Source: an optimization exercise on an open RTL-to-GDS flow (aim: small area and a short achievable clock period). Production flows keep margins and buffers that such runs may drop. Function was checked by simulation only, so behaviour that the tests miss may differ from the original. Power and IR drop assume default switching activity.

## build 95
==> flow/design.v <==
module k423_if_ras_ctl #(
  parameter int NS   = 16,
  parameter int XLEN = 32,
  parameter int CW   = 5
) (
  input  logic            fire_i,
  input  logic            call_i,
  input  logic            ret_i,
  input  logic [XLEN-1:0] pc_i,
  input  logic [NS-1:0]   ptr_i,      
  input  logic [CW-1:0]   cnt_i,
  input  logic            ne_i,       
  input  logic [XLEN-1:0] top_i,
  input  logic [7:0]      rc_i,
  input  logic [XLEN-1:0] rd_a_i,     
  input  logic [7:0]      rd_rc_i,
  output logic [NS-1:0]   we_o,       
  output logic [XLEN-1:0] top_o,
  output logic [7:0]      rc_o,
  output logic [NS-1:0]   ptr_o,
  output logic [CW-1:0]   cnt_o,
  output logic            vld_o,      
  output logic            ld_o,       
  output logic            rem_o,      
  output logic [XLEN-1:0] ra_o
);
  logic            ne, full, eq, sat, rcz, one;
  logic            push, pop, both, wr;
  logic            pb, bump, unwind, grow, rem, ld;
  logic [XLEN-1:0] top_b;
  logic [7:0]      rc_b;
  logic [NS-1:0]   ptr_b;
  logic [CW-1:0]   cnt_b;
  logic            vld_b;
  logic [XLEN-1:0] ra, four, cin, cout, bit_ok;
  logic [NS-1:0]   up, dn;
  logic [7:0]      rc_inc, rc_dec;
  logic [CW-1:0]   cnt_inc, cnt_dec;
  assign ra[1:0] = pc_i[1:0];
  assign ra[2]   = ~pc_i[2];
  for (genvar k = 3; k < XLEN; k++) begin : g_a
    assign ra[k] = pc_i[k] ^ (&pc_i[k-1:2]);
  end
  assign rc_inc[0] = ~rc_i[0];
  assign rc_dec[0] = ~rc_i[0];
  for (genvar k = 1; k < 8; k++) begin : g_r
    assign rc_inc[k] = rc_i[k] ^ (&rc_i[k-1:0]);
    assign rc_dec[k] = rc_i[k] ^ ~(|rc_i[k-1:0]);
  end
  assign cnt_inc[0] = ~cnt_i[0];
  assign cnt_dec[0] = ~cnt_i[0];
  for (genvar k = 1; k < CW; k++) begin : g_c
    assign cnt_inc[k] = cnt_i[k] ^ (&cnt_i[k-1:0]);
    assign cnt_dec[k] = cnt_i[k] ^ ~(|cnt_i[k-1:0]);
  end
  assign up = {ptr_i[NS-2:0], ptr_i[NS-1]};
  assign dn = {ptr_i[0], ptr_i[NS-1:1]};
  assign four = XLEN'(4);
  assign cin  = pc_i ^ four ^ top_i;
  assign cout = (pc_i & four) | ((pc_i | four) & ~top_i);
  assign bit_ok = ~(cin ^ {cout[XLEN-2:0], 1'b0});
  assign eq   = &bit_ok;
  assign ne    = ne_i;
  assign full  = cnt_i[CW-1];
  assign one   = (cnt_i == CW'(1));
  assign sat   = &rc_i;
  assign rcz   = ~|rc_i;
  assign push   = fire_i & call_i & ~ret_i;
  assign pop    = fire_i & ret_i & ~call_i;
  assign both   = fire_i & call_i & ret_i;
  assign wr     = fire_i & call_i & ~(ret_i & ne);    
  assign pb     = push & ne & ~sat;                    
  assign bump   = pb & eq;
  assign grow   = wr;                                  
  assign ld     = fire_i & call_i;                     
  assign unwind = pop & ne & ~rcz;
  assign rem    = pop & ne & rcz;
  assign top_b = ld ? ra : (rem ? rd_a_i : top_i);
  assign rc_b  = ld ? 8'h00 : (rem ? rd_rc_i : (unwind ? rc_dec : rc_i));
  assign ptr_b = grow ? up : (rem ? dn : ptr_i);
  assign cnt_b = (grow & ~full) ? cnt_inc : (rem ? cnt_dec : cnt_i);
  assign vld_b = grow | (ne & ~(rem & one));
  assign we_o  = {NS{wr}} & up;
  assign top_o = top_b;                                
  assign ld_o  = ld;
  assign rem_o = rem;
  assign ra_o  = ra;
  assign rc_o  = bump ? rc_inc : rc_b;
  assign ptr_o = bump ? ptr_i  : ptr_b;
  assign cnt_o = bump ? cnt_i  : cnt_b;
  assign vld_o = bump | vld_b;
endmodule
module k423_if_ras #(
  parameter int RAS_DEPTH = 16,
  parameter int RAS_PTR_W = $clog2(RAS_DEPTH)
) (
  input  logic                            clk_i,
  input  logic                            rst_i,
  input  logic                            flush_i,
  input  logic                            if_vld_i,
  input  logic [32-1:0]           if_pc_i,
  input  logic                            dec_call_i,
  input  logic                            dec_ret_i,
  input  logic                            cmt_vld_i,
  input  logic [32-1:0]           cmt_pc_i,
  input  logic                            cmt_call_i,
  input  logic                            cmt_ret_i,
  output logic                            ras_vld_o,
  output logic [32-1:0]           ras_tgt_o,
  output logic [$clog2(RAS_DEPTH+1)-1:0]  ras_cnt_o
);
  localparam int NS   = RAS_DEPTH;
  localparam int XLEN = 32;
  localparam int CW   = $clog2(RAS_DEPTH+1);
  logic [XLEN-1:0] c_top, c_top_n, c_rd_a;
  logic [7:0]      c_rc, c_rc_n, c_rd_rc;
  logic [XLEN-1:0] c_sa [NS];
  logic [7:0]      c_sr [NS];
  logic [NS-1:0]   c_ptr, c_ptr_n, c_we;
  logic [CW-1:0]   c_cnt, c_cnt_n;
  logic            c_vld, c_vld_n;
  logic [XLEN-1:0] s_top, s_top_n, s_rd_a;    
  logic [7:0]      s_rc, s_rc_n, s_rd_rc;
  logic [XLEN-1:0] s_sa [NS];
  logic [7:0]      s_sr [NS];
  logic [NS-1:0]   s_ptr, s_ptr_n, s_we;
  logic [CW-1:0]   s_cnt, s_cnt_n;
  logic            s_vld, s_vld_n;
  always_comb begin
    c_rd_a = '0; c_rd_rc = '0; s_rd_a = '0; s_rd_rc = '0;
    for (int i = 0; i < NS; i++) begin
      c_rd_a  = c_rd_a  | ({XLEN{c_ptr[i]}} & c_sa[i]);
      c_rd_rc = c_rd_rc | ({8{c_ptr[i]}}    & c_sr[i]);
      s_rd_a  = s_rd_a  | ({XLEN{s_ptr[i]}} & s_sa[i]);
      s_rd_rc = s_rd_rc | ({8{s_ptr[i]}}    & s_sr[i]);
    end
  end
  k423_if_ras_ctl #(.NS(NS), .XLEN(XLEN), .CW(CW)) u_cctl (
    .fire_i(cmt_vld_i), .call_i(cmt_call_i), .ret_i(cmt_ret_i), .pc_i(cmt_pc_i),
    .ptr_i(c_ptr), .cnt_i(c_cnt), .ne_i(c_vld), .top_i(c_top), .rc_i(c_rc),
    .rd_a_i(c_rd_a), .rd_rc_i(c_rd_rc),
    .we_o(c_we), .top_o(c_top_n), .rc_o(c_rc_n), .ptr_o(c_ptr_n), .cnt_o(c_cnt_n),
    .vld_o(c_vld_n), .ld_o(c_ld), .rem_o(c_rem), .ra_o(c_ra)
  );
  k423_if_ras_ctl #(.NS(NS), .XLEN(XLEN), .CW(CW)) u_sctl (
    .fire_i(if_vld_i), .call_i(dec_call_i), .ret_i(dec_ret_i), .pc_i(if_pc_i),
    .ptr_i(s_ptr), .cnt_i(s_cnt), .ne_i(s_vld), .top_i(s_top), .rc_i(s_rc),
    .rd_a_i(s_rd_a), .rd_rc_i(s_rd_rc),
    .we_o(s_we), .top_o(s_top_n), .rc_o(s_rc_n), .ptr_o(s_ptr_n), .cnt_o(s_cnt_n),
    .vld_o(s_vld_n), .ld_o(s_ld), .rem_o(s_rem), .ra_o(s_ra)
  );
  logic            c_ld, c_rem, s_ld, s_rem;
  logic [XLEN-1:0] c_ra, s_ra;
  logic [5:0]      t_k;
  assign t_k[0] = flush_i & c_ld;
  assign t_k[1] = flush_i & ~c_ld & c_rem;
  assign t_k[2] = flush_i & ~c_ld & ~c_rem;
  assign t_k[3] = ~flush_i & s_ld;
  assign t_k[4] = ~flush_i & ~s_ld & s_rem;
  assign t_k[5] = ~flush_i & ~s_ld & ~s_rem;
  logic [NS-1:0]   m_we, s_g, s_f, s_h;
  logic [XLEN-1:0] m_a;
  logic [7:0]      m_r;
  assign m_we = flush_i ? c_we : s_we;
  assign m_a  = flush_i ? c_top : s_top;
  assign m_r  = flush_i ? c_rc  : s_rc;
  assign s_g  = m_we;
  assign s_f  = ~m_we & {NS{flush_i}};
  assign s_h  = ~m_we & {NS{~flush_i}};
  always_ff @(posedge clk_i) begin
    for (int i = 0; i < NS; i++) begin
      if (c_we[i]) begin
        c_sa[i] <= c_top;
        c_sr[i] <= c_rc;
      end
      s_sa[i] <= ({XLEN{s_g[i]}} & m_a) | ({XLEN{s_f[i]}} & c_sa[i]) | ({XLEN{s_h[i]}} & s_sa[i]);
      s_sr[i] <= ({8{s_g[i]}}    & m_r) | ({8{s_f[i]}}    & c_sr[i]) | ({8{s_h[i]}}    & s_sr[i]);
    end
    c_top <= c_top_n;
    c_rc  <= c_rc_n;
    s_top <= ({XLEN{t_k[0]}} & c_ra) | ({XLEN{t_k[1]}} & c_rd_a) | ({XLEN{t_k[2]}} & c_top)
           | ({XLEN{t_k[3]}} & s_ra) | ({XLEN{t_k[4]}} & s_rd_a) | ({XLEN{t_k[5]}} & s_top);
    s_rc  <= flush_i ? c_rc_n  : s_rc_n;
  end
  always_ff @(posedge clk_i or posedge rst_i) begin
    if (rst_i) begin
      c_ptr <= NS'(1);
      c_cnt <= '0;
      c_vld <= 1'b0;
      s_ptr <= NS'(1);
      s_cnt <= '0;
      s_vld <= 1'b0;
    end else begin
      c_ptr <= c_ptr_n;
      c_cnt <= c_cnt_n;
      c_vld <= c_vld_n;
      s_ptr <= flush_i ? c_ptr_n : s_ptr_n;
      s_cnt <= flush_i ? c_cnt_n : s_cnt_n;
      s_vld <= flush_i ? c_vld_n : s_vld_n;
    end
  end
  assign ras_tgt_o = s_top;
  assign ras_vld_o = s_vld;             
  assign ras_cnt_o = s_cnt;
endmodule
==> flow/config.mk <==
export PLATFORM = sky130hd
export DESIGN_NAME = k423_if_ras
export DESIGN_NICKNAME = k423_if_ras
export VERILOG_FILES = /design/flow/design.v
export SDC_FILE = /design/flow/constraint.sdc
export NUM_CORES = 4
export LEC_CHECK = 0
export CAP_MARGIN = 20
export CORE_MARGIN = 2
export CORE_UTILIZATION = 45
export CTS_CLUSTER_DIAMETER = 80
export CTS_CLUSTER_SIZE = 25
export SETUP_SLACK_MARGIN = 4.2
export SLEW_MARGIN = 20
export TNS_END_PERCENT = 0
==> flow/constraint.sdc <==
create_clock -name core_clock -period 7.0 [get_ports {clk_i}]
set_input_delay 1.4000 -clock core_clock [delete_from_list [all_inputs] [get_ports {clk_i}]]
set_output_delay 1.4000 -clock core_clock [all_outputs]
set_load 0.01 [all_outputs]
standard.sh (not shown) runs the stock make flow with config.mk's settings and CLKGATE_MAP_FILE= SYNTH_SCRIPT=/design/flow/synth_recipe.tcl, a recipe that flattens the netlist after the stock synthesis.
==> flow/flow/run.sh <==
#!/bin/bash
# The standard layout (standard.sh: ORFS synthesis to finish, same
# settings) with one change: buffer_ports gives every input and output port a
# sky130_fd_sc_hd__buf_4 instead of its default pick, a clkdlybuf4s50_1 delay
# cell that the footprint-matched resizer cannot replace by a plain buffer.
# make's full output goes to standard.log here; ORFS keeps each step's log
# under orfs/logs/.
set -euo pipefail
export BUFFER_PORTS_ARGS="-buffer_cell sky130_fd_sc_hd__buf_4"
bash standard.sh > standard.log 2>&1
Per the final summary, build 95 finished and its layout is clean on timing, DRC and antenna.
For build 92, these inputs were changed with respect to build 95:
- a change of TNS_END_PERCENT from 0 to 10
- a change of CORE_UTILIZATION from 45 to 35
### Flow results
- Build 92 vs build 95 on critical path depth: build 92 is the lower one.
- Build 92 vs build 95: worst supply voltage drop on vdd down in build 92
- Build 95 has lower area occupied by multi-input gates than build 92.
- Build 92 vs build 95 — total power divided by cell area dropped 2.5%.
- Leakage power summed over all cells (lower): build 95
- Setup WNS build 95 -> build 92: better
- Summary of build 92 over build 95: count of inserted antenna diode cells dropped 41%, worst endpoint required time decreased 0.31 ns.
- Register clock-pin slew on the reported worst setup and hold paths for build 92 is higher than for build 95.
- Die area, build 95 and build 92: higher on build 92
- Looking at placed cell area, build 92 sits above build 95.
Inputs modified between build 92 and build 28:
- changing CORE_UTILIZATION from 35 to 40
- changing TNS_END_PERCENT from 10 to 25
[summary]
Having completed the whole flow, build 28 delivered a layout that passed the timing, DRC and antenna checks. Initial antenna violation count sits lower in build 28 than in build 92. When build 28 is measured against build 92, its overall power consumption turns out 0.000096 W higher. On combinational group share of total power, build 28 and build 92 are neck and neck. Cmp build 28 and build 92 / total non-filler cell area in the finished layout / lower: build 28. Relative to build 92, maximum ir drop on the vdd rail decreased by 7.1 µV in build 28.

==> static timing again, ports no longer ideal <==
The results above use ideal ports. As a check the final layouts listed here were re-extracted and re-timed, cells and wires unchanged.
Step 1 (the two cells are an assumption about what drives the block):
set clk [get_ports {clk_i}]
set_driving_cell -lib_cell sky130_fd_sc_hd__clkbuf_16 $clk
set_driving_cell -lib_cell sky130_fd_sc_hd__buf_2 [delete_from_list [all_inputs] $clk]
Step 2 moves the port delays by t, midway between the first and last clock arrival at a register: inputs arrive t later, outputs are due t later. That takes back most of the time a late clock gives input paths.
a / b / c = ideal ports / drivers / drivers and shift; a / b = the first two.
run	t, ns	slack for setup (ns)	cell pins on the clock port's net
build 95	0.798	3.728 / 3.760 / 2.961	1
build 92	0.834	3.848 / 3.834 / 3.065	1
build 28	0.796	3.955 / 3.944 / 3.184	1
After both steps every run listed still meets setup and hold. For build 92, which loses most, drivers alone change the setup slack by -0.014 ns; drivers and shift together by -0.783 ns.
